Background: an optimization exercise with open tools, aiming at a short achievable clock period and few clock cycles. Do not read the settings as production practice. In this exercise RTL edits were held to simulation tests only and were not proved equivalent to the original. No activity file was given, so power comes from the tool's default toggle rates.

===== design/flow/config.mk =====
export PLATFORM = sky130hd
export DESIGN_NAME = chip8_top
export DESIGN_NICKNAME = chip8_top
export VERILOG_FILES = /design/flow/design.v
export SDC_FILE = /design/flow/constraint.sdc
export NUM_CORES = 4
export LEC_CHECK = 0
export CAP_MARGIN = 20
export CORE_MARGIN = 2
export CORE_UTILIZATION = 30
export SLEW_MARGIN = 20

===== design/flow/constraint.sdc =====
create_clock -name core_clock -period 10.0 [get_ports {clk}]
set_input_delay 2.0000 -clock core_clock [delete_from_list [all_inputs] [get_ports {clk}]]
set_output_delay 2.0000 -clock core_clock [all_outputs]
set_load 0.01 [all_outputs]

===== design/flow/design.v =====
`timescale 1ns/1ps
module chip8_bcd (
  input  logic [7:0] v,
  output logic [3:0] tens,
  output logic [3:0] units
);
  always_comb begin
    case (v)
      8'd0: begin tens = 4'd0; units = 4'd0; end
      8'd1: begin tens = 4'd0; units = 4'd1; end
      8'd2: begin tens = 4'd0; units = 4'd2; end
      8'd3: begin tens = 4'd0; units = 4'd3; end
      8'd4: begin tens = 4'd0; units = 4'd4; end
      8'd5: begin tens = 4'd0; units = 4'd5; end
      8'd6: begin tens = 4'd0; units = 4'd6; end
      8'd7: begin tens = 4'd0; units = 4'd7; end
      8'd8: begin tens = 4'd0; units = 4'd8; end
      8'd9: begin tens = 4'd0; units = 4'd9; end
      8'd10: begin tens = 4'd1; units = 4'd0; end
      8'd11: begin tens = 4'd1; units = 4'd1; end
      8'd12: begin tens = 4'd1; units = 4'd2; end
      8'd13: begin tens = 4'd1; units = 4'd3; end
      8'd14: begin tens = 4'd1; units = 4'd4; end
      8'd15: begin tens = 4'd1; units = 4'd5; end
      8'd16: begin tens = 4'd1; units = 4'd6; end
      8'd17: begin tens = 4'd1; units = 4'd7; end
      8'd18: begin tens = 4'd1; units = 4'd8; end
      8'd19: begin tens = 4'd1; units = 4'd9; end
      8'd20: begin tens = 4'd2; units = 4'd0; end
      8'd21: begin tens = 4'd2; units = 4'd1; end
      8'd22: begin tens = 4'd2; units = 4'd2; end
      8'd23: begin tens = 4'd2; units = 4'd3; end
      8'd24: begin tens = 4'd2; units = 4'd4; end
      8'd25: begin tens = 4'd2; units = 4'd5; end
      8'd26: begin tens = 4'd2; units = 4'd6; end
      8'd27: begin tens = 4'd2; units = 4'd7; end
      8'd28: begin tens = 4'd2; units = 4'd8; end
      8'd29: begin tens = 4'd2; units = 4'd9; end
      8'd30: begin tens = 4'd3; units = 4'd0; end
      8'd31: begin tens = 4'd3; units = 4'd1; end
      8'd32: begin tens = 4'd3; units = 4'd2; end
      8'd33: begin tens = 4'd3; units = 4'd3; end
      8'd34: begin tens = 4'd3; units = 4'd4; end
      8'd35: begin tens = 4'd3; units = 4'd5; end
      8'd36: begin tens = 4'd3; units = 4'd6; end
      8'd37: begin tens = 4'd3; units = 4'd7; end
      8'd38: begin tens = 4'd3; units = 4'd8; end
      8'd39: begin tens = 4'd3; units = 4'd9; end
      8'd40: begin tens = 4'd4; units = 4'd0; end
      8'd41: begin tens = 4'd4; units = 4'd1; end
      8'd42: begin tens = 4'd4; units = 4'd2; end
      8'd43: begin tens = 4'd4; units = 4'd3; end
      8'd44: begin tens = 4'd4; units = 4'd4; end
      8'd45: begin tens = 4'd4; units = 4'd5; end
      8'd46: begin tens = 4'd4; units = 4'd6; end
      8'd47: begin tens = 4'd4; units = 4'd7; end
      8'd48: begin tens = 4'd4; units = 4'd8; end
      8'd49: begin tens = 4'd4; units = 4'd9; end
      8'd50: begin tens = 4'd5; units = 4'd0; end
      8'd51: begin tens = 4'd5; units = 4'd1; end
      8'd52: begin tens = 4'd5; units = 4'd2; end
      8'd53: begin tens = 4'd5; units = 4'd3; end
      8'd54: begin tens = 4'd5; units = 4'd4; end
      8'd55: begin tens = 4'd5; units = 4'd5; end
      8'd56: begin tens = 4'd5; units = 4'd6; end
      8'd57: begin tens = 4'd5; units = 4'd7; end
      8'd58: begin tens = 4'd5; units = 4'd8; end
      8'd59: begin tens = 4'd5; units = 4'd9; end
      8'd60: begin tens = 4'd6; units = 4'd0; end
      8'd61: begin tens = 4'd6; units = 4'd1; end
      8'd62: begin tens = 4'd6; units = 4'd2; end
      8'd63: begin tens = 4'd6; units = 4'd3; end
      8'd64: begin tens = 4'd6; units = 4'd4; end
      8'd65: begin tens = 4'd6; units = 4'd5; end
      8'd66: begin tens = 4'd6; units = 4'd6; end
      8'd67: begin tens = 4'd6; units = 4'd7; end
      8'd68: begin tens = 4'd6; units = 4'd8; end
      8'd69: begin tens = 4'd6; units = 4'd9; end
      8'd70: begin tens = 4'd7; units = 4'd0; end
      8'd71: begin tens = 4'd7; units = 4'd1; end
      8'd72: begin tens = 4'd7; units = 4'd2; end
      8'd73: begin tens = 4'd7; units = 4'd3; end
      8'd74: begin tens = 4'd7; units = 4'd4; end
      8'd75: begin tens = 4'd7; units = 4'd5; end
      8'd76: begin tens = 4'd7; units = 4'd6; end
      8'd77: begin tens = 4'd7; units = 4'd7; end
      8'd78: begin tens = 4'd7; units = 4'd8; end
      8'd79: begin tens = 4'd7; units = 4'd9; end
      8'd80: begin tens = 4'd8; units = 4'd0; end
      8'd81: begin tens = 4'd8; units = 4'd1; end
      8'd82: begin tens = 4'd8; units = 4'd2; end
      8'd83: begin tens = 4'd8; units = 4'd3; end
      8'd84: begin tens = 4'd8; units = 4'd4; end
      8'd85: begin tens = 4'd8; units = 4'd5; end
      8'd86: begin tens = 4'd8; units = 4'd6; end
      8'd87: begin tens = 4'd8; units = 4'd7; end
      8'd88: begin tens = 4'd8; units = 4'd8; end
      8'd89: begin tens = 4'd8; units = 4'd9; end
      8'd90: begin tens = 4'd9; units = 4'd0; end
      8'd91: begin tens = 4'd9; units = 4'd1; end
      8'd92: begin tens = 4'd9; units = 4'd2; end
      8'd93: begin tens = 4'd9; units = 4'd3; end
      8'd94: begin tens = 4'd9; units = 4'd4; end
      8'd95: begin tens = 4'd9; units = 4'd5; end
      8'd96: begin tens = 4'd9; units = 4'd6; end
      8'd97: begin tens = 4'd9; units = 4'd7; end
      8'd98: begin tens = 4'd9; units = 4'd8; end
      8'd99: begin tens = 4'd9; units = 4'd9; end
      8'd100: begin tens = 4'd0; units = 4'd0; end
      8'd101: begin tens = 4'd0; units = 4'd1; end
      8'd102: begin tens = 4'd0; units = 4'd2; end
      8'd103: begin tens = 4'd0; units = 4'd3; end
      8'd104: begin tens = 4'd0; units = 4'd4; end
      8'd105: begin tens = 4'd0; units = 4'd5; end
      8'd106: begin tens = 4'd0; units = 4'd6; end
      8'd107: begin tens = 4'd0; units = 4'd7; end
      8'd108: begin tens = 4'd0; units = 4'd8; end
      8'd109: begin tens = 4'd0; units = 4'd9; end
      8'd110: begin tens = 4'd1; units = 4'd0; end
      8'd111: begin tens = 4'd1; units = 4'd1; end
      8'd112: begin tens = 4'd1; units = 4'd2; end
      8'd113: begin tens = 4'd1; units = 4'd3; end
      8'd114: begin tens = 4'd1; units = 4'd4; end
      8'd115: begin tens = 4'd1; units = 4'd5; end
      8'd116: begin tens = 4'd1; units = 4'd6; end
      8'd117: begin tens = 4'd1; units = 4'd7; end
      8'd118: begin tens = 4'd1; units = 4'd8; end
      8'd119: begin tens = 4'd1; units = 4'd9; end
      8'd120: begin tens = 4'd2; units = 4'd0; end
      8'd121: begin tens = 4'd2; units = 4'd1; end
      8'd122: begin tens = 4'd2; units = 4'd2; end
      8'd123: begin tens = 4'd2; units = 4'd3; end
      8'd124: begin tens = 4'd2; units = 4'd4; end
      8'd125: begin tens = 4'd2; units = 4'd5; end
      8'd126: begin tens = 4'd2; units = 4'd6; end
      8'd127: begin tens = 4'd2; units = 4'd7; end
      8'd128: begin tens = 4'd2; units = 4'd8; end
      8'd129: begin tens = 4'd2; units = 4'd9; end
      8'd130: begin tens = 4'd3; units = 4'd0; end
      8'd131: begin tens = 4'd3; units = 4'd1; end
      8'd132: begin tens = 4'd3; units = 4'd2; end
      8'd133: begin tens = 4'd3; units = 4'd3; end
      8'd134: begin tens = 4'd3; units = 4'd4; end
      8'd135: begin tens = 4'd3; units = 4'd5; end
      8'd136: begin tens = 4'd3; units = 4'd6; end
      8'd137: begin tens = 4'd3; units = 4'd7; end
      8'd138: begin tens = 4'd3; units = 4'd8; end
      8'd139: begin tens = 4'd3; units = 4'd9; end
      8'd140: begin tens = 4'd4; units = 4'd0; end
      8'd141: begin tens = 4'd4; units = 4'd1; end
      8'd142: begin tens = 4'd4; units = 4'd2; end
      8'd143: begin tens = 4'd4; units = 4'd3; end
      8'd144: begin tens = 4'd4; units = 4'd4; end
      8'd145: begin tens = 4'd4; units = 4'd5; end
      8'd146: begin tens = 4'd4; units = 4'd6; end
      8'd147: begin tens = 4'd4; units = 4'd7; end
      8'd148: begin tens = 4'd4; units = 4'd8; end
      8'd149: begin tens = 4'd4; units = 4'd9; end
      8'd150: begin tens = 4'd5; units = 4'd0; end
      8'd151: begin tens = 4'd5; units = 4'd1; end
      8'd152: begin tens = 4'd5; units = 4'd2; end
      8'd153: begin tens = 4'd5; units = 4'd3; end
      8'd154: begin tens = 4'd5; units = 4'd4; end
      8'd155: begin tens = 4'd5; units = 4'd5; end
      8'd156: begin tens = 4'd5; units = 4'd6; end
      8'd157: begin tens = 4'd5; units = 4'd7; end
      8'd158: begin tens = 4'd5; units = 4'd8; end
      8'd159: begin tens = 4'd5; units = 4'd9; end
      8'd160: begin tens = 4'd6; units = 4'd0; end
      8'd161: begin tens = 4'd6; units = 4'd1; end
      8'd162: begin tens = 4'd6; units = 4'd2; end
      8'd163: begin tens = 4'd6; units = 4'd3; end
      8'd164: begin tens = 4'd6; units = 4'd4; end
      8'd165: begin tens = 4'd6; units = 4'd5; end
      8'd166: begin tens = 4'd6; units = 4'd6; end
      8'd167: begin tens = 4'd6; units = 4'd7; end
      8'd168: begin tens = 4'd6; units = 4'd8; end
      8'd169: begin tens = 4'd6; units = 4'd9; end
      8'd170: begin tens = 4'd7; units = 4'd0; end
      8'd171: begin tens = 4'd7; units = 4'd1; end
      8'd172: begin tens = 4'd7; units = 4'd2; end
      8'd173: begin tens = 4'd7; units = 4'd3; end
      8'd174: begin tens = 4'd7; units = 4'd4; end
      8'd175: begin tens = 4'd7; units = 4'd5; end
      8'd176: begin tens = 4'd7; units = 4'd6; end
      8'd177: begin tens = 4'd7; units = 4'd7; end
      8'd178: begin tens = 4'd7; units = 4'd8; end
      8'd179: begin tens = 4'd7; units = 4'd9; end
      8'd180: begin tens = 4'd8; units = 4'd0; end
      8'd181: begin tens = 4'd8; units = 4'd1; end
      8'd182: begin tens = 4'd8; units = 4'd2; end
      8'd183: begin tens = 4'd8; units = 4'd3; end
      8'd184: begin tens = 4'd8; units = 4'd4; end
      8'd185: begin tens = 4'd8; units = 4'd5; end
      8'd186: begin tens = 4'd8; units = 4'd6; end
      8'd187: begin tens = 4'd8; units = 4'd7; end
      8'd188: begin tens = 4'd8; units = 4'd8; end
      8'd189: begin tens = 4'd8; units = 4'd9; end
      8'd190: begin tens = 4'd9; units = 4'd0; end
      8'd191: begin tens = 4'd9; units = 4'd1; end
      8'd192: begin tens = 4'd9; units = 4'd2; end
      8'd193: begin tens = 4'd9; units = 4'd3; end
      8'd194: begin tens = 4'd9; units = 4'd4; end
      8'd195: begin tens = 4'd9; units = 4'd5; end
      8'd196: begin tens = 4'd9; units = 4'd6; end
      8'd197: begin tens = 4'd9; units = 4'd7; end
      8'd198: begin tens = 4'd9; units = 4'd8; end
      8'd199: begin tens = 4'd9; units = 4'd9; end
      8'd200: begin tens = 4'd0; units = 4'd0; end
      8'd201: begin tens = 4'd0; units = 4'd1; end
      8'd202: begin tens = 4'd0; units = 4'd2; end
      8'd203: begin tens = 4'd0; units = 4'd3; end
      8'd204: begin tens = 4'd0; units = 4'd4; end
      8'd205: begin tens = 4'd0; units = 4'd5; end
      8'd206: begin tens = 4'd0; units = 4'd6; end
      8'd207: begin tens = 4'd0; units = 4'd7; end
      8'd208: begin tens = 4'd0; units = 4'd8; end
      8'd209: begin tens = 4'd0; units = 4'd9; end
      8'd210: begin tens = 4'd1; units = 4'd0; end
      8'd211: begin tens = 4'd1; units = 4'd1; end
      8'd212: begin tens = 4'd1; units = 4'd2; end
      8'd213: begin tens = 4'd1; units = 4'd3; end
      8'd214: begin tens = 4'd1; units = 4'd4; end
      8'd215: begin tens = 4'd1; units = 4'd5; end
      8'd216: begin tens = 4'd1; units = 4'd6; end
      8'd217: begin tens = 4'd1; units = 4'd7; end
      8'd218: begin tens = 4'd1; units = 4'd8; end
      8'd219: begin tens = 4'd1; units = 4'd9; end
      8'd220: begin tens = 4'd2; units = 4'd0; end
      8'd221: begin tens = 4'd2; units = 4'd1; end
      8'd222: begin tens = 4'd2; units = 4'd2; end
      8'd223: begin tens = 4'd2; units = 4'd3; end
      8'd224: begin tens = 4'd2; units = 4'd4; end
      8'd225: begin tens = 4'd2; units = 4'd5; end
      8'd226: begin tens = 4'd2; units = 4'd6; end
      8'd227: begin tens = 4'd2; units = 4'd7; end
      8'd228: begin tens = 4'd2; units = 4'd8; end
      8'd229: begin tens = 4'd2; units = 4'd9; end
      8'd230: begin tens = 4'd3; units = 4'd0; end
      8'd231: begin tens = 4'd3; units = 4'd1; end
      8'd232: begin tens = 4'd3; units = 4'd2; end
      8'd233: begin tens = 4'd3; units = 4'd3; end
      8'd234: begin tens = 4'd3; units = 4'd4; end
      8'd235: begin tens = 4'd3; units = 4'd5; end
      8'd236: begin tens = 4'd3; units = 4'd6; end
      8'd237: begin tens = 4'd3; units = 4'd7; end
      8'd238: begin tens = 4'd3; units = 4'd8; end
      8'd239: begin tens = 4'd3; units = 4'd9; end
      8'd240: begin tens = 4'd4; units = 4'd0; end
      8'd241: begin tens = 4'd4; units = 4'd1; end
      8'd242: begin tens = 4'd4; units = 4'd2; end
      8'd243: begin tens = 4'd4; units = 4'd3; end
      8'd244: begin tens = 4'd4; units = 4'd4; end
      8'd245: begin tens = 4'd4; units = 4'd5; end
      8'd246: begin tens = 4'd4; units = 4'd6; end
      8'd247: begin tens = 4'd4; units = 4'd7; end
      8'd248: begin tens = 4'd4; units = 4'd8; end
      8'd249: begin tens = 4'd4; units = 4'd9; end
      8'd250: begin tens = 4'd5; units = 4'd0; end
      8'd251: begin tens = 4'd5; units = 4'd1; end
      8'd252: begin tens = 4'd5; units = 4'd2; end
      8'd253: begin tens = 4'd5; units = 4'd3; end
      8'd254: begin tens = 4'd5; units = 4'd4; end
      8'd255: begin tens = 4'd5; units = 4'd5; end
      default: begin tens = v[3:0]; units = v[7:4]; end
    endcase
  end
endmodule
`timescale 1ns/1ps
module chip8_cpu (
  input  logic        clk,
  input  logic        reset,
  input  logic [7:0]  mem_rdata,
  output logic        mem_read,
  output logic        mem_write,
  output logic [11:0] mem_addr,
  output logic [7:0]  mem_wdata
);
  logic [11:0] a_q;
  logic        rd_q;
  logic        wr_q;
  logic [7:0]  wd_q;
  logic ph_idle, ph_bub, ph_hi, ph_lo, ph_st, ph_wl;
  logic [11:0] pc_q;
  logic [11:0] pcp1_q;    
  logic [11:0] pcp2_q;
  logic [11:0] pcp4_q;
  logic [7:0]  hi_q;
  logic        k_ret_q;   
  logic        k_jmp_q;   
  logic        k_call_q;  
  logic        k_f_q;     
  logic [7:0]  v_q [16];
  logic [11:0] i_q;
  logic [11:0] stack_q [16];
  logic [3:0]  sp_q;
  logic        ex_q;
  logic [15:0] op_e;
  logic [11:0] pc2_e;
  logic [11:0] pc4_e;
  logic [7:0]  vx_e;
  logic [7:0]  vy_e;
  logic        eqi_e;     
  logic        eqr_e;     
  logic        st_first_q;
  logic        st_real_q;
  logic        st_bcd_q;
  logic [3:0]  st_cnt_q;
  logic [3:0]  st_lim_q;
  logic [3:0]  st_u_q;
  assign mem_read  = rd_q;
  assign mem_write = wr_q;
  assign mem_addr  = a_q;
  assign mem_wdata = wd_q;
  wire [7:0] d = mem_rdata;
  wire [3:0]  hx  = hi_q[3:0];
  wire [3:0]  hn  = hi_q[7:4];
  wire [7:0]  vx  = v_q[hx];
  wire [11:0] pc1 = pcp1_q;
  wire [11:0] pc2 = pcp2_q;
  wire [11:0] pc4 = pcp4_q;
  wire [11:0] a1  = a_q + 12'd1;
  wire [11:0] top = stack_q[sp_q - 4'd1];
  wire [7:0] hb = ph_wl ? hi_q : d;
  wire guess_ret  = (hb == 8'h00);
  wire guess_skip = (hb[7:4] == 4'h4) || (hb[7:4] == 4'h9);
  wire c_ret  = k_ret_q;
  wire c_jmp  = k_jmp_q;
  wire c_call = k_call_q;
  wire d_ee   = (d == 8'hEE);
  wire d_33   = (d == 8'h33);
  wire st_go  = (hn == 4'hF) && (d_33 || (d == 8'h55));
  wire c_f    = k_f_q;
  logic [15:0] eqv;
  always_comb
    for (int j = 0; j < 16; j++)
      eqv[j] = (vx == v_q[j]);
  wire [7:0] hundreds = (vx >= 8'd200) ? 8'd2 : (vx >= 8'd100) ? 8'd1 : 8'd0;
  wire [3:0] en  = op_e[15:12];
  wire [3:0] ex  = op_e[11:8];
  wire [3:0] ef  = op_e[3:0];
  wire [7:0] enn = op_e[7:0];
  wire e_eqi = eqi_e;
  wire e_eqr = eqr_e;
  wire e_f0  = (ef == 4'h0);
  logic e_taken;
  always_comb begin
    case (en)
      4'h3:    e_taken = e_eqi;
      4'h4:    e_taken = !e_eqi;
      4'h5:    e_taken = e_eqr && e_f0;
      4'h9:    e_taken = !e_eqr && e_f0;
      default: e_taken = 1'b0;
    endcase
  end
  wire e_guess = (en == 4'h4) || (en == 4'h9);
  wire e_skip  = (en == 4'h3) || (en == 4'h4) || (en == 4'h5) || (en == 4'h9);
  wire e_bnnn  = (en == 4'hB);
  wire e_ret   = (op_e == 16'h00EE);
  wire e_miss  = ex_q && (((e_taken != e_guess) && e_skip) || e_bnnn ||
                          ((op_e[15:8] == 8'h00) && !e_ret));
  wire [11:0] e_tgt = e_bnnn ? (op_e[11:0] + {4'd0, v_q[0]}) :
                      e_taken ? pc4_e : pc2_e;
  logic [7:0] res;
  logic       flag;
  logic       wx, wf;
  logic [8:0] sum;
  logic [8:0] dif;
  logic [8:0] dfn;
  always_comb begin
    sum  = {1'b0, vx_e} + {1'b0, vy_e};
    dif  = {1'b0, vx_e} - {1'b0, vy_e};
    dfn  = {1'b0, vy_e} - {1'b0, vx_e};
    res  = vx_e;
    flag = 1'b0;
    wx   = 1'b0;
    wf   = 1'b0;
    case (en)
      4'h6: begin res = enn; wx = 1'b1; end
      4'h7: begin res = vx_e + enn; wx = 1'b1; end
      4'h8: begin
        case (ef)
          4'h0: begin res = vy_e; wx = 1'b1; end
          4'h1: begin res = vx_e | vy_e; wx = 1'b1; end
          4'h2: begin res = vx_e & vy_e; wx = 1'b1; end
          4'h3: begin res = vx_e ^ vy_e; wx = 1'b1; end
          4'h4: begin res = sum[7:0]; flag = sum[8]; wx = 1'b1; wf = 1'b1; end
          4'h5: begin res = dif[7:0]; flag = !dif[8]; wx = 1'b1; wf = 1'b1; end
          4'h6: begin res = vx_e >> 1; flag = vx_e[0]; wx = 1'b1; wf = 1'b1; end
          4'h7: begin res = dfn[7:0]; flag = dif[8]; wx = 1'b1; wf = 1'b1; end
          4'hE: begin res = vx_e << 1; flag = vx_e[7]; wx = 1'b1; wf = 1'b1; end
          default: ;
        endcase
      end
      default: ;
    endcase
  end
  logic [3:0] bcd_t, bcd_u;
  chip8_bcd u_bcd (.v(vx_e), .tens(bcd_t), .units(bcd_u));
  wire st_more = ph_st && st_real_q && (st_cnt_q != st_lim_q);
  wire st_go_l = ph_lo && st_go;
  always_ff @(posedge clk or posedge reset) begin
    if (reset) begin
      ph_idle <= 1'b1;
      ph_bub  <= 1'b0;
      ph_hi   <= 1'b0;
      ph_lo   <= 1'b0;
      ph_st   <= 1'b0;
      ph_wl   <= 1'b0;
      rd_q    <= 1'b0;
      wr_q    <= 1'b0;
      ex_q    <= 1'b0;
      sp_q    <= 4'd0;
    end else begin
      ph_idle <= 1'b0;
      ph_bub  <= ph_idle | (ph_lo & c_jmp) | e_miss;
      ph_hi   <= ph_bub | (ph_lo & !c_jmp & !st_go);
      ph_lo   <= (ph_hi & !e_miss) | ph_wl;
      ph_st   <= st_go_l | st_more;
      ph_wl   <= ph_st & !st_more;
      rd_q    <= !(st_go_l | st_more);
      wr_q    <= st_go_l | st_more;
      ex_q    <= ph_lo;
      if (ph_lo && c_call)
        sp_q <= sp_q + 4'd1;
      else if (ph_lo && c_ret && d_ee)
        sp_q <= sp_q - 4'd1;
    end
  end
  logic [11:0] a_n;
  always_comb begin
    if (ph_lo)
      a_n = c_jmp ? {hx, d} : st_go ? i_q : a1;
    else if (ph_hi || ph_wl)
      a_n = e_miss ? e_tgt : guess_ret ? top : guess_skip ? pc4 : pc2;
    else if (ph_st)
      a_n = st_more ? a1 : pc1;
    else if (ph_bub)
      a_n = a1;
    else
      a_n = 12'h200;
  end
  wire [7:0] wd_n = ph_st ? (st_bcd_q ? {4'd0, (st_cnt_q == 4'd0) ? bcd_t : st_u_q}
                                                  : v_q[st_cnt_q + 4'd1])
                          : (d_33 ? hundreds : v_q[0]);
  always_ff @(posedge clk) begin
    a_q        <= a_n;
    wd_q       <= wd_n;
    st_first_q <= ph_lo;
    op_e       <= {hi_q, d};
    pc2_e      <= pcp2_q;
    pc4_e      <= pcp4_q;
    vx_e       <= vx;
    vy_e       <= v_q[d[7:4]];
    eqi_e      <= (vx == d);
    eqr_e      <= eqv[d[7:4]];
    if (ph_bub || ph_lo) begin
      pc_q   <= a_q;
      pcp1_q <= a_q + 12'd1;
      pcp2_q <= a_q + 12'd2;
      pcp4_q <= a_q + 12'd4;
    end
    if (ph_hi || ph_wl) begin
      hi_q     <= hb;
      k_ret_q  <= (hb == 8'h00);
      k_jmp_q  <= (hb[7:4] == 4'h1) || (hb[7:4] == 4'h2);
      k_call_q <= (hb[7:4] == 4'h2);
      k_f_q    <= (hb[7:4] == 4'hF);
    end
    if (ph_lo) begin
      if (c_call)
        stack_q[sp_q] <= pc2;
      st_bcd_q   <= d_33;
      st_real_q  <= st_go;
      st_cnt_q   <= 4'd0;
      st_lim_q   <= d_33 ? 4'd2 : hx;
    end
    if (ph_st) begin
      if (wr_q && (a_q == pc_q))
        hi_q <= wd_q;
      else if (st_first_q)
        hi_q <= d;
      st_cnt_q <= st_cnt_q + 4'd1;
    end
    if (st_first_q)
      st_u_q <= bcd_u;
  end
  always_ff @(posedge clk or posedge reset) begin
    if (reset) begin
      for (int i = 0; i < 16; i++)
        v_q[i] <= 8'd0;
      i_q <= 12'd0;
    end else if (ex_q) begin
      if (wx)
        v_q[ex] <= res;
      if (wf)
        v_q[15] <= {7'd0, flag};
      if (en == 4'hA)
        i_q <= op_e[11:0];
      if ((en == 4'hF) && (enn == 8'h1E))
        i_q <= i_q + {4'd0, vx_e};
    end
  end
endmodule
`timescale 1ns/1ps
module chip8_top (
  input  logic        clk,
  input  logic        reset,
  input  logic [7:0]  mem_rdata,
  output logic        mem_read,
  output logic        mem_write,
  output logic [11:0] mem_addr,
  output logic [7:0]  mem_wdata
);
  chip8_cpu u_cpu (
    .clk       (clk),
    .reset     (reset),
    .mem_rdata (mem_rdata),
    .mem_read  (mem_read),
    .mem_write (mem_write),
    .mem_addr  (mem_addr),
    .mem_wdata (mem_wdata)
  );
endmodule

===== design/flow/flow/run.sh =====
#!/bin/bash
# The standard layout (standard.sh, unchanged scripts and constraints),
# with timing repair asked to keep improving paths until their slack reaches
# SETUP_SLACK_MARGIN, i.e. towards a shorter period than the 10 ns clock.
# make's full output goes to standard.log; ORFS keeps each step's log under
# orfs/logs.
set -euo pipefail
export SETUP_SLACK_MARGIN=7.0
bash standard.sh > standard.log 2>&1

===== design/flow/standard.sh =====
#!/bin/bash
# synth_recipe.tcl (not shown) runs the flow's synth.tcl, then flattens the netlist and writes it again
# the make line also repeats each setting of config.mk as NAME=value (left out here)
make -C /OpenROAD-flow-scripts/flow DESIGN_CONFIG=/design/flow/config.mk WORK_HOME=/design/flow/orfs CLKGATE_MAP_FILE= SYNTH_SCRIPT=/design/flow/synth_recipe.tcl "${@:-finish}"

==> run notes, run 1 <==
status complete, no violations; FF+latch count, synth 499; Max IR drop VDD 0.191 mV; Antenna Nets Post-Route 0; RSZ-0062 raised after global routing true; Yosys top cell by area edfxtp_1; RR Startpoint u_cpu.hi_q[0]; CTS tree built; Final setup viols 0; average wire per standard cell 28.3 um; Post-synth top flop edfxtp_1; Final Cycle Share 33.3%; WHS Path Cells 0; slew of the pin with the lowest slew margin 1.11 ns; Synth area leaders edfxtp_1 27%, dfrtp_1 13%, dfxtp_1 6.5%; Crit Path Max Fanout 36; 1st-pass router iterations 9; slew margin rel. between 20% and 30%; placement row count between 100 and 150; DR DRC count 0; Worst R2R Setup Slack 6.67 ns; Seq/Total Area, Yosys between 40% and 50%; worst clock skew 0.0443 ns; Initial Util approximately 30%; Iteration-0 DRC Markers 4143; Synth top cells by count 279 x nand2_1, 254 x edfxtp_1, 208 x o21ai_0; Pleak 13.5 nW; Final Instance Area 0.0356 mm^2; Power, Total 11.9 mW; hold buffers post-CTS 0; PD cells 334 mW/mm^2; first-pass GRT wire length 167 mm; hold path startpoint u_cpu.pcp4_q[9]; grt ovf 0; Die W ~310 um; Worst Setup SP u_cpu.hi_q[0]; Period minus WS final 3.33 ns; detail-routed via count per cell 5.99; hold endpoint u_cpu.pc4_e[9]; dpl cell area 0.0302 mm^2; Total Wirelength 117 mm; CP max stage delay 0.48 ns; RePlAce Congestion 1.05; Syn Nets 2791; vias in the first global route 23000; clock sinks around 500; Setup Crit Path Kind reg -> reg; hpwl dp around 73 mm; Util after Layout a little under two fifths; CP cell instances buf_6 > buf_4 > buf_16 > and3b_1 > o21ai_0 > a21oi_2 > o32a_4 > buf_12 > xnor2_1 > a21oi_1 > o2111ai_1 > o31ai_1 > nor4_1 > nor4_1; fraction of registers with async set or reset after synthesis 30.5%; Reg2Reg Depth 14; family with the most delay on the worst path compound AO/OA/AOI/OAI gates; core area 0.0946 mm^2; H-tree depth 2; largest net degree at the start of global routing 153; Post-synth EDFFs 254; worst path required time 10.57 ns; FF-to-FF End u_cpu.eqr_e; vias 24700; area delta synth->final 24.9%; Die Area 0.0975 mm^2; Syn Area/Cell 10.5 um^2; max-slew violation count 0; post-synthesis instance area 0.0285 mm^2; sum of negative setup slack 0 ns; CP Buf/Inv Count 4; GRT Overall Usage a little under a quarter; Ys Warns 3; CTS Buffer Depth 3; I/O pin cnt 32; worst hold-check path type reg -> reg; Skew-Pair Late Insertion Delay ~0.66 ns; initial antenna violation count 9; Fin. Hold Viols 0; CTS clock-pin slew for the worst setup and hold paths 0.07 ns; root buf cell clkbuf_16; count leader, synth nand2_1; post-synth top area share 26.8%; Top cell by count, worst path nor4_1; Worst Setup End Kind register; Startpoint Class register; Yosys cell types 92; Worst Path Arrival 3.89 ns; Nets ~2900; Slowest-stage cell, CP o31ai_1; fmax 0.301 GHz; post-synthesis cell count roughly 2700; number of buffers created by CTS 53; maxcap violations 0; layout cell share with drive strength beyond 1 about a quarter; input/output buffers 31; die height 312 um
per-layer routing:
layer	track usage, %	vias up	share of wire (%)
li1	-	10300	-
met5	1.26	-	0.21
met2	33.3	1705	41
met1	30.5	12100	40
met4	12.9	14	7.2
met3	7.18	551	11
worst register-to-register path, cell delays in order (launching register included):
cell       delay, ns
dfxtp_4         0.46
buf_6           0.15
buf_4           0.12
buf_16          0.13
and3b_1         0.17
o21ai_0         0.21
a21oi_2         0.11
o32a_4          0.41
buf_12          0.19
xnor2_1         0.17
a21oi_1         0.12
o2111ai_1       0.15
o31ai_1         0.48
nor4_1          0.09
nor4_1          0.28
cell families after synthesis:
| family | Yosys count | share of synthesized area (%) |
|---|---|---|
| multiplexers | 196 | 9.88 |
| other | 1 | 0.0132 |
| buffers and inverters | 274 | 4.20 |
| AND/OR/NAND/NOR | 710 | 12.3 |
| flip-flops | 499 | 46.7 |
| AO/OA/AOI/OAI | 740 | 17.1 |
| XOR/XNOR | 201 | 6.18 |
| adder cells (fa/ha/maj) | 80 | 3.67 |
registers in the layout, summed over array words and instances, names as in the netlist, 8 cells and up:
signal / cells
u_cpu.a_q: 12
u_cpu.hi_q: 8
u_cpu.i_q: 12
u_cpu.op_e: 16
u_cpu.pc2_e: 12
u_cpu.pc4_e: 11
u_cpu.pc_q: 10
u_cpu.pcp1_q: 12
u_cpu.pcp2_q: 11
u_cpu.pcp4_q: 12
u_cpu.stack_q: 192
u_cpu.v_q: 128
u_cpu.vy_e: 8
u_cpu.wd_q: 8
power breakdown:
part	leakage, nW	total, mW	switching [mW]	internal, mW
clock	0.844	2.01	0.877	1.14
sequential	5.19	3.89	1.01	2.88
combinational	7.43	5.99	3.36	2.64
total	13.5	11.9	5.24	6.65
per-stage QoR:
step | setup WS, ns | std cells | hold WS, ns
after floorplan | 6.08 | 2701 | 0.345
after global placement | 5.23 | 3849 | 0.355
after detailed placement | 5.17 | 3850 | 0.357
after CTS | 6.71 | 4071 | 0.370
after global routing | 6.55 | 4119 | 0.383
final | 6.67 | 4120 | 0.366
cell usage in the layout (no fill, tap or decap), types with 59 or more instances in the layout:
cell      Yosys  final
nand2_1     279    257
edfxtp_1    254    254
o21ai_0     208    161
dfrtp_1     151    149
xnor2_1     151    147
buf_4        17    134
mux2i_1     107    101
a21oi_1     126     97
nor2_1      109     93
a22oi_1      80     78
mux4_2       66     66
ha_1         74     62
inv_1        74     59
how the worst max path moves through the flow:
| stage | endpoint | slack, ns | cells past startpoint |
|---|---|---|---|
| after floorplan | u_cpu.ex_q | 6.08 | 1 |
| after global placement | u_cpu.a_q[2] | 5.23 | 10 |
| after detailed placement | u_cpu.a_q[2] | 5.17 | 10 |
| after CTS | mem_write | 6.71 | 2 |
| after global routing | u_cpu.eqr_e | 6.55 | 14 |
| final | u_cpu.eqr_e | 6.67 | 14 |
what timing repair did:
| action | CTS | global route |
|---|---|---|
| endpoints found under the hold margin | 0 | 0 |
| setup endpoints to repair | 220 | 170 |
| pin swaps | 51 | 71 |
| buffers inserted | 103 | 45 |
| cloned | 23 | 3 |
| resized for setup | 454 | 152 |
area by class of cell:
class | count | area [um^2]
Fill cell | 9081 | 59000
Multi-Input combinational cell | 1929 | 15400
Sequential cell | 499 | 13400
Timing Repair Buffer | 247 | 2960
Tap cell | 1265 | 1580
Clock buffer | 72 | 1470
Inverter | 81 | 402
Clock inverter | 23 | 283
Timing Repair inverter | 3 | 28.8
Antenna cell | 1 | 2.50
Testbench counts, summed over its fixed seeds: cycles 38,151.
==> run 2, diff against run 1 <==
--- a/design/flow/design.v
+++ b/design/flow/design.v
@@ -6,7 +6,7 @@
 );
   always_comb begin
     case (v)
-      8'd0: begin tens = 4'd0; units = 4'd0; end
+      8'd0: begin tens = v[3:0]; units = v[7:4]; end
       8'd1: begin tens = 4'd0; units = 4'd1; end
       8'd2: begin tens = 4'd0; units = 4'd2; end
       8'd3: begin tens = 4'd0; units = 4'd3; end
@@ -280,7 +280,8 @@
   logic        rd_q;
   logic        wr_q;
   logic [7:0]  wd_q;
-  logic ph_idle, ph_bub, ph_hi, ph_lo, ph_st, ph_wl;
+  logic ph_idle, ph_bub, ph_hi, ph_lo, ph_st0, ph_stn, ph_wl;
+  wire  ph_st = ph_st0 | ph_stn;
   logic [11:0] pc_q;
   logic [11:0] pcp1_q;    
   logic [11:0] pcp2_q;
@@ -301,8 +302,6 @@
   logic [7:0]  vx_e;
   logic [7:0]  vy_e;
   logic        eqi_e;     
-  logic        eqr_e;     
-  logic        st_first_q;
   logic        st_real_q;
   logic        st_bcd_q;
   logic [3:0]  st_cnt_q;
@@ -320,7 +319,8 @@
   wire [11:0] pc2 = pcp2_q;
   wire [11:0] pc4 = pcp4_q;
   wire [11:0] a1  = a_q + 12'd1;
-  wire [11:0] top = stack_q[sp_q - 4'd1];
+  logic [11:0] top_q;       
+  wire  [11:0] top = top_q;
   wire [7:0] hb = ph_wl ? hi_q : d;
   wire guess_ret  = (hb == 8'h00);
   wire guess_skip = (hb[7:4] == 4'h4) || (hb[7:4] == 4'h9);
@@ -331,17 +331,13 @@
   wire d_33   = (d == 8'h33);
   wire st_go  = (hn == 4'hF) && (d_33 || (d == 8'h55));
   wire c_f    = k_f_q;
-  logic [15:0] eqv;
-  always_comb
-    for (int j = 0; j < 16; j++)
-      eqv[j] = (vx == v_q[j]);
   wire [7:0] hundreds = (vx >= 8'd200) ? 8'd2 : (vx >= 8'd100) ? 8'd1 : 8'd0;
   wire [3:0] en  = op_e[15:12];
   wire [3:0] ex  = op_e[11:8];
   wire [3:0] ef  = op_e[3:0];
   wire [7:0] enn = op_e[7:0];
   wire e_eqi = eqi_e;
-  wire e_eqr = eqr_e;
+  wire e_eqr = (vx_e == vy_e);
   wire e_f0  = (ef == 4'h0);
   logic e_taken;
   always_comb begin
@@ -405,7 +401,8 @@
       ph_bub  <= 1'b0;
       ph_hi   <= 1'b0;
       ph_lo   <= 1'b0;
-      ph_st   <= 1'b0;
+      ph_st0  <= 1'b0;
+      ph_stn  <= 1'b0;
       ph_wl   <= 1'b0;
       rd_q    <= 1'b0;
       wr_q    <= 1'b0;
@@ -416,7 +413,8 @@
       ph_bub  <= ph_idle | (ph_lo & c_jmp) | e_miss;
       ph_hi   <= ph_bub | (ph_lo & !c_jmp & !st_go);
       ph_lo   <= (ph_hi & !e_miss) | ph_wl;
-      ph_st   <= st_go_l | st_more;
+      ph_st0  <= st_go_l;
+      ph_stn  <= st_more;
       ph_wl   <= ph_st & !st_more;
       rd_q    <= !(st_go_l | st_more);
       wr_q    <= st_go_l | st_more;
@@ -446,14 +444,12 @@
   always_ff @(posedge clk) begin
     a_q        <= a_n;
     wd_q       <= wd_n;
-    st_first_q <= ph_lo;
     op_e       <= {hi_q, d};
     pc2_e      <= pcp2_q;
     pc4_e      <= pcp4_q;
     vx_e       <= vx;
     vy_e       <= v_q[d[7:4]];
     eqi_e      <= (vx == d);
-    eqr_e      <= eqv[d[7:4]];
     if (ph_bub || ph_lo) begin
       pc_q   <= a_q;
       pcp1_q <= a_q + 12'd1;
@@ -468,21 +464,25 @@
       k_f_q    <= (hb[7:4] == 4'hF);
     end
     if (ph_lo) begin
-      if (c_call)
+      if (c_call) begin
         stack_q[sp_q] <= pc2;
+        top_q         <= pc2;
+      end else if (c_ret && d_ee) begin
+        top_q <= stack_q[sp_q - 4'd2];
+      end
       st_bcd_q   <= d_33;
       st_real_q  <= st_go;
       st_cnt_q   <= 4'd0;
       st_lim_q   <= d_33 ? 4'd2 : hx;
     end
     if (ph_st) begin
-      if (wr_q && (a_q == pc_q))
+      if (a_q == pc_q)
         hi_q <= wd_q;
-      else if (st_first_q)
+      else if (ph_st0)
         hi_q <= d;
       st_cnt_q <= st_cnt_q + 4'd1;
     end
-    if (st_first_q)
+    if (ph_st0)
       st_u_q <= bcd_u;
   end
   always_ff @(posedge clk or posedge reset) begin
==> run notes, run 2 <==
I/O pin cnt 32; root buf cell clkbuf_16; Final setup viols 0; Final Instance Area 0.0356 mm^2; Synth area leaders edfxtp_1 27%, dfrtp_1 13%, dfxtp_1 5.7%; PD cells 301 mW/mm^2; Antenna Nets Post-Route 0; count leader, synth nand2_1; Pleak 13.1 nW; commonest non-fill, non-tap cell in the layout nand2_1; RSZ-0062 raised after global routing true; hold buffers post-CTS 0; Ys Warns 3; clock sinks slightly above 500; # fillers 9583; RePlAce Congestion a little over 1; slew margin rel. 20.6%; Worst Path Arrival 3.76 ns; CP cell instances buf_12 > buf_12 > nand2b_4 > o32a_1 > buf_4 > or3_4 > buf_6 > mux2i_1 > o21ai_1 > nand2_1 > o2111ai_1; CP max stage delay roughly 0.44 ns; Setup Crit Path Kind in -> reg; average wire per standard cell 26.5 um; biggest regs u_cpu.stack_q (192), u_cpu.v_q (128), u_cpu.op_e (16); maxcap violations 0; Worst Setup End Kind register; worst hold-check path type reg -> reg; vias in the first global route 24400; post-synthesis cell count 2947; Crit Path Max Fanout 7; Nets 3066; detail-routed via count per cell 6.07; Fin. Hold Viols 0; CTS Buffer Depth 3; GRT Overall Usage 21.6%; Initial Util 30.2%; Max IR drop VDD around 0.18 mV; Largest register FFs roughly 190; most frequent cells in the layout 272 x nand2_1, 266 x edfxtp_1, 186 x nor2_1; Startpoint Class input port; Largest Register u_cpu.stack_q; Yosys top cell by area edfxtp_1; Die Area 0.101 mm^2; post-synthesis instance area 0.0296 mm^2; grt ovf 0; worst clock skew 0.0319 ns; Synth top cells by count 292 x nand2_1, 266 x edfxtp_1, 204 x nor2_1; Post-synth top flop edfxtp_1; register area 0.0136 mm^2; Final Cycle Share about a third; fmax 0.305 GHz; Top cell by count, worst path buf_12; Syn Nets 3029; Die W between 300 and 400 um; slew of the pin with the lowest slew margin ~1.2 ns; dpl cell area 0.0313 mm^2; FF+latch count, synth between 500 and 600; vias 26200; max-slew violation count 0; 1st-pass router iterations 9; Worst R2R Setup Slack ~6.9 ns; Syn Area/Cell 10.1 um^2; Seq/Total Area, Yosys 45.7%; hold path startpoint u_cpu.pcp4_q[8]; input/output buffers 31; Total Wirelength 115 mm; die height 318 um; number of buffers created by CTS between 50 and 60; status complete, no violations; RR Startpoint u_cpu.vy_e[5]; layout cell share with drive strength beyond 1 a little over a fifth; fraction of registers with async set or reset after synthesis between 30 and 40%; DR DRC count 0; CP Buf/Inv Count 4; post-synth top area share 27.0%; Slowest-stage cell, CP or3_4; Final WS setup 6.72 ns; placement row count 115; pre-CTS setup slack approximately 5.0 ns; Power, Total 10.7 mW; CTS clock-pin slew for the worst setup and hold paths about 0.06 ns; area delta synth->final 20.3%; Period minus WS final 3.28 ns; initial antenna violation count 6; sum of negative setup slack 0 ns; Yosys cell types 99; Iteration-0 DRC Markers roughly 3800; Post-synth EDFFs between 200 and 300; worst path required time 10.48 ns; H-tree depth 2; Skew-Pair Late Insertion Delay ~0.63 ns; CTS tree built; family with the most delay on the worst path simple AND/OR/NAND/NOR gates; core area slightly below 0.1 mm^2; Worst Setup SP mem_rdata[5]; area of the multi-input gates 0.0158 mm^2; first-pass GRT wire length 167 mm; largest net degree at the start of global routing 71; hpwl dp between 70 and 80 mm
-- run 2: cell types whose count changed after synthesis, sizes merged, moves of 27 or more --
| cell | change |
|---|---|
| a21oi | +54 |
| a22oi | -45 |
| clkbuf | +27 |
| mux2 | +32 |
| nand3 | +28 |
| nor2 | +95 |
| nor3 | +31 |
| xnor2 | -106 |
-- run 2: repair_timing --
item / in CTS / in global routing
setup buffers: 78 / 28
pin swaps: 25 / 27
endpoints found under the setup margin: 347 / 185
cloned: 12 / 6
resized for setup: 366 / 103
-- run 2: path summary, 6_finish.rpt --
kind                              endpoint  depth (start not counted)
setup / recovery              u_cpu.a_q[9]                         11
hold / removal              u_cpu.pc4_e[8]                          0
setup reg to reg              u_cpu.a_q[0]                          9
hold reg to reg             u_cpu.pc4_e[8]                          0
max in group asynchronous    u_cpu.sp_q[0]                          3
min in group asynchronous  u_cpu.v_q[4][2]                          2
-- run 2: cells by family after synthesis --
kind of cell    Yosys count  synth area share, %
flops                   504                 45.7
simple gates            895                 14.7
xor+xnor                 77                 2.28
mux                     218                 10.3
compound gates          858                 19.5
buf+inv                 321                 4.32
other cells               1               0.0127
fa+ha+maj                73                 3.25
-- run 2: layer usage --
metal / vias up / global-route usage [%] / wire length (um)
li1: 11300 / - / -
met1: 12900 / 29.4 / 46700
met2: 1621 / 32.9 / 49000
met3: 427 / 4.59 / 12000
met4: 4 / 9.89 / 6840
met5: - / 0 / 23
-- run 2: final cells by class --
type | count | area share, %
inverters | 89 | 1.13
repair buffers | 213 | 6.86
flip-flops and latches | 504 | 38.2
well taps | 1287 | 4.52
multi-input cells | 2125 | 44.4
diodes | 4 | 0.0281
clock buffers | 63 | 3.79
clock inverters | 32 | 1.00
-- run 2: worst register-to-register path, delay by kind of cell, from the launching register on --
kind / cells / cell delay [ns]
DFF: 1 / 0.64
AOI/OAI and AO/OA: 4 / 1.02
muxes: 1 / 0.09
adders and majority gates: 1 / 0.38
buffers and inverters: 1 / 0.17
and+or+nand+nor: 2 / 0.68
-- run 2: metrics by stage --
step                utilization (%)  hold WS [ns]  cells
floorplan                         -         0.326   2947
global placement               31.8         0.371   4093
detailed placement             31.9         0.359   4094
CTS                            35.5         0.369   4279
global route                   36.3         0.389   4314
finish                         36.3         0.365   4317
-- run 2: power by group --
part / total [mW] / internal (mW) / switching (mW)
Clock: 1.95 / 1.10 / 0.856
Sequential: 3.90 / 2.95 / 0.954
Combinational: 4.87 / 2.01 / 2.86
Total: 10.7 / 6.06 / 4.67
Testbench counts of run 2, summed over its fixed seeds: cycles 38,151.
==> run 3, diff against run 2 <==
--- a/design/flow/design.v
+++ b/design/flow/design.v
@@ -291,6 +291,8 @@
   logic        k_jmp_q;   
   logic        k_call_q;  
   logic        k_f_q;     
+  logic        k_gret_q;   
+  logic        k_gskip_q;  
   logic [7:0]  v_q [16];
   logic [11:0] i_q;
   logic [11:0] stack_q [16];
@@ -322,8 +324,8 @@
   logic [11:0] top_q;       
   wire  [11:0] top = top_q;
   wire [7:0] hb = ph_wl ? hi_q : d;
-  wire guess_ret  = (hb == 8'h00);
-  wire guess_skip = (hb[7:4] == 4'h4) || (hb[7:4] == 4'h9);
+  wire guess_ret  = ph_wl ? k_gret_q  : (d[7:4] == 4'h0);
+  wire guess_skip = ph_wl ? k_gskip_q : ((d[7:4] == 4'h4) || (d[7:4] == 4'h9));
   wire c_ret  = k_ret_q;
   wire c_jmp  = k_jmp_q;
   wire c_call = k_call_q;
@@ -354,7 +356,7 @@
   wire e_bnnn  = (en == 4'hB);
   wire e_ret   = (op_e == 16'h00EE);
   wire e_miss  = ex_q && (((e_taken != e_guess) && e_skip) || e_bnnn ||
-                          ((op_e[15:8] == 8'h00) && !e_ret));
+                          ((en == 4'h0) && !e_ret));
   wire [11:0] e_tgt = e_bnnn ? (op_e[11:0] + {4'd0, v_q[0]}) :
                       e_taken ? pc4_e : pc2_e;
   logic [7:0] res;
@@ -476,10 +478,15 @@
       st_lim_q   <= d_33 ? 4'd2 : hx;
     end
     if (ph_st) begin
-      if (a_q == pc_q)
-        hi_q <= wd_q;
-      else if (ph_st0)
-        hi_q <= d;
+      if (a_q == pc_q) begin
+        hi_q      <= wd_q;
+        k_gret_q  <= (wd_q[7:4] == 4'h0);
+        k_gskip_q <= (wd_q[7:4] == 4'h4) || (wd_q[7:4] == 4'h9);
+      end else if (ph_st0) begin
+        hi_q      <= d;
+        k_gret_q  <= (d[7:4] == 4'h0);
+        k_gskip_q <= (d[7:4] == 4'h4) || (d[7:4] == 4'h9);
+      end
       st_cnt_q <= st_cnt_q + 4'd1;
     end
     if (ph_st0)
==> run notes, run 3 <==
status complete, no violations; initial antenna violation count 2; Skew-Pair Late Insertion Delay 0.64 ns; area delta synth->final 25.4%; first-pass GRT wire length 161 mm; root buf cell clkbuf_16; Final WS setup 6.69 ns; Pleak 13.2 nW; Iteration-0 DRC Markers 3915; vias in the first global route 23700; biggest regs u_cpu.stack_q (192), u_cpu.v_q (128), u_cpu.op_e (16); slew of the pin with the lowest slew margin 1.03 ns; CP max stage delay 0.55 ns; fmax around 0.30 GHz; count leader, synth nand2_1; Fin. Hold Viols 0; placed instance count 3977; Worst Setup End Kind register; Syn Nets 2915; grt ovf 0; most frequent cells in the layout 292 x nand2_1, 268 x edfxtp_1, 206 x nor2_1; Post-synth top flop edfxtp_1; input/output buffers 31; Initial Util a little under a third; Post-synth EDFFs 268; FF+latch count, synth about 510; pre-CTS setup slack 5.26 ns; Max IR drop VDD 0.170 mV; Post-Synth XOR/XNOR Area between 2 and 3%; GRT Overall Usage 21.5%; Die Area between 0.09 and 0.1 mm^2; final hold slack 0.370 ns; max-slew violation count 0; Worst Path Arrival around 3.8 ns; maxcap violations 0; Ys Warns 3; worst hold-check path type reg -> reg; Synth Area in Adders 3.32%; CTS clock-pin slew for the worst setup and hold paths ~0.060 ns; Simple-Gate Fraction of Synth Area roughly 15%; vias 25400; post-synthesis cell count 2833; area of the multi-input gates 0.0155 mm^2; Compound-Gate Fraction of Synth Area between 10% and 20%; Slowest-stage cell, CP or4_4; detail-routed via count per cell ~6; post-synth top area share 28.1%; worst clock skew 0.0389 ns; post-synthesis instance area between 0.02 and 0.03 mm^2; Largest register FFs 192; Yosys cell types 97; core area 0.0949 mm^2; PD cells 316 mW/mm^2; Synth area leaders edfxtp_1 28%, dfrtp_1 13%, dfxtp_1 5.9%; Seq/Total Area, Yosys 47.4%; Crit Path Max Fanout 7; Nets between 3000 and 4000; Setup Crit Path Kind in -> reg; Die W 313 um; CTS Buffer Depth 3; fraction of registers with async set or reset after synthesis 30.4%; H-tree depth 2; Synth top cells by count 310 x nand2_1, 268 x edfxtp_1, 217 x nor2_1; CTS tree built; layout cell share with drive strength beyond 1 roughly a quarter; register area 0.0137 mm^2; hold buffers post-CTS 0; Startpoint Class input port; Total Wirelength around 110 mm; average wire per standard cell about 26 um; largest family of logic cells by synthesized area compound AO/OA/AOI/OAI gates; multiplexer area fraction after synthesis 9.79%; largest net degree at the start of global routing between 150 and 200; hpwl dp just under 70 mm; Final Cycle Share 33.1%; Non-Filler Instances 4239; placement row count 113; Period minus WS final 3.31 ns; DR DRC count 0; number of buffers created by CTS 52; Yosys top cell by area edfxtp_1; commonest non-fill, non-tap cell in the layout nand2_1; # fillers 9116; RePlAce Congestion 0.959; CP cell instances clkdlybuf4s15_2 > nand2b_1 > or4_4 > buf_12 > buf_4 > mux2i_1 > o21ai_0 > o21ai_1 > nor3_2; Largest Register u_cpu.stack_q; worst path required time 10.51 ns; Syn Area/Cell 10.1 um^2; RSZ-0062 raised after global routing true; 1st-pass router iterations 10; Final setup viols 0; slew margin rel. 31.6%; sum of negative setup slack 0 ns; clock sinks 506; I/O pin cnt 32; Antenna Nets Post-Route 0; die height ~310 um
[run 3: cell types whose count changed in the layout (fill, tap and decap cells not counted), sizes merged, moves of 13 or more]
cell   before  now
o21ai     228  211
mux2       55   38
buf       199  228
a21oi     180  161
nor2      204  217
nand2     292  312
nor3       59   74
a221o      19    2
xnor2      45   62
[run 3: final timing paths]
path	from	end	slack, ns	depth (start not counted)
max in group asynchronous	reset	u_cpu.sp_q[0]	7.30	3
max	mem_rdata[3]	u_cpu.a_q[9]	6.69	9
min	u_cpu.pcp4_q[4]	u_cpu.pc4_e[4]	0.37	0
min in group asynchronous	reset	u_cpu.v_q[6][5]	2.00	3
max reg2reg	u_cpu.vx_e[0]	u_cpu.a_q[11]	6.83	13
min reg2reg	u_cpu.pcp4_q[4]	u_cpu.pc4_e[4]	0.37	0
[run 3: per-layer routing]
layer / track usage (%) / vias up / wire, um
met5: 0 / - / 10
met2: 33.3 / 1719 / 49100
met1: 28.4 / 12400 / 43100
met4: 11.5 / 2 / 7330
li1: - / 10900 / -
met3: 4.05 / 479 / 11900
[run 3: worst max-delay path: cells and delay by family]
kind / cells / cell delay, ns
AO/OA/AOI/OAI: 2 / 0.32
buffers and inverters: 3 / 0.60
multiplexers: 1 / 0.13
AND/OR/NAND/NOR: 3 / 0.79
[run 3: cell type report]
class / instances / share of cell area (%)
sequential: 506 / 38.1
antenna: 1 / 0.00696
timing repair buffer: 251 / 8.49
inverter: 80 / 0.978
tap: 1265 / 4.40
clock inverter: 28 / 1.02
multi-input combinational: 2040 / 43.0
clock buffer: 68 / 3.99
[run 3: where the power goes]
| part | leakage (nW) | switching, mW | internal (mW) |
|---|---|---|---|
| logic | 7.08 | 3.15 | 2.31 |
| registers | 5.26 | 0.872 | 2.96 |
| clock network | 0.874 | 0.885 | 1.18 |
[run 3: repair_timing]
action | 4_1_cts | 5_1_grt
buffers inserted | 95 | 40
pin swaps | 43 | 67
endpoints found under the hold margin | 0 | 0
setup endpoints to repair | 236 | 223
cloned | 21 | 9
resized for setup | 367 | 218
[run 3: kinds of logic after synthesis]
logic type	after synthesis
simple gates	896
compound gates	783
flops	506
buf+inv	294
mux	192
xor+xnor	89
fa+ha+maj	72
other cells	1
[run 3: per-stage QoR]
stage | area (um^2) | util, % | power, mW
2_1_floorplan | 29200 | - | 6.42
3_3_place_gp | 30400 | 32.0 | 7.96
3_5_place_dp | 30400 | 32.1 | 7.98
4_1_cts | 34500 | 36.4 | 10.7
5_1_grt | 35900 | 37.9 | 11.8
6_report | 35900 | 37.9 | 11.4
Testbench counts of run 3, summed over its fixed seeds: cycles 38,389.

[re-timing with driven ports]
In the flow no input, the clock included, has a driving cell. The finished layouts below were timed again as built, in two steps. Step 1, drivers: a clkbuf_16 drives clk and a buf_2 each remaining input, both assumed. Step 2 times the ports against the registers' clock, not the clock port: input delays grow and output delays shrink by t, the midpoint of the rising clock arrivals with the driver on. a / b / c = ideal / step 1 / step 2; a / b = the first two.
| run | shift t [ns] | setup WS [ns] | worst setup path at the end | slew at the worst register clock pin (ns) | cell pins on the clock port's net |
|---|---|---|---|---|---|
| run 1 | 0.708 | 6.674 / 6.523 / 5.815 | input to register | 0.08 / 0.08 | 1 |
| run 2 | 0.679 | 6.723 / 6.684 / 6.057 | input to register | 0.07 / 0.07 | 1 |
| run 3 | 0.687 | 6.685 / 6.696 / 6.009 | input to register | 0.07 / 0.07 | 1 |
After both steps setup and hold are still met in every run listed. For run 1, which loses most, drivers alone change the setup slack by -0.151 ns; drivers and shift together by -0.859 ns.
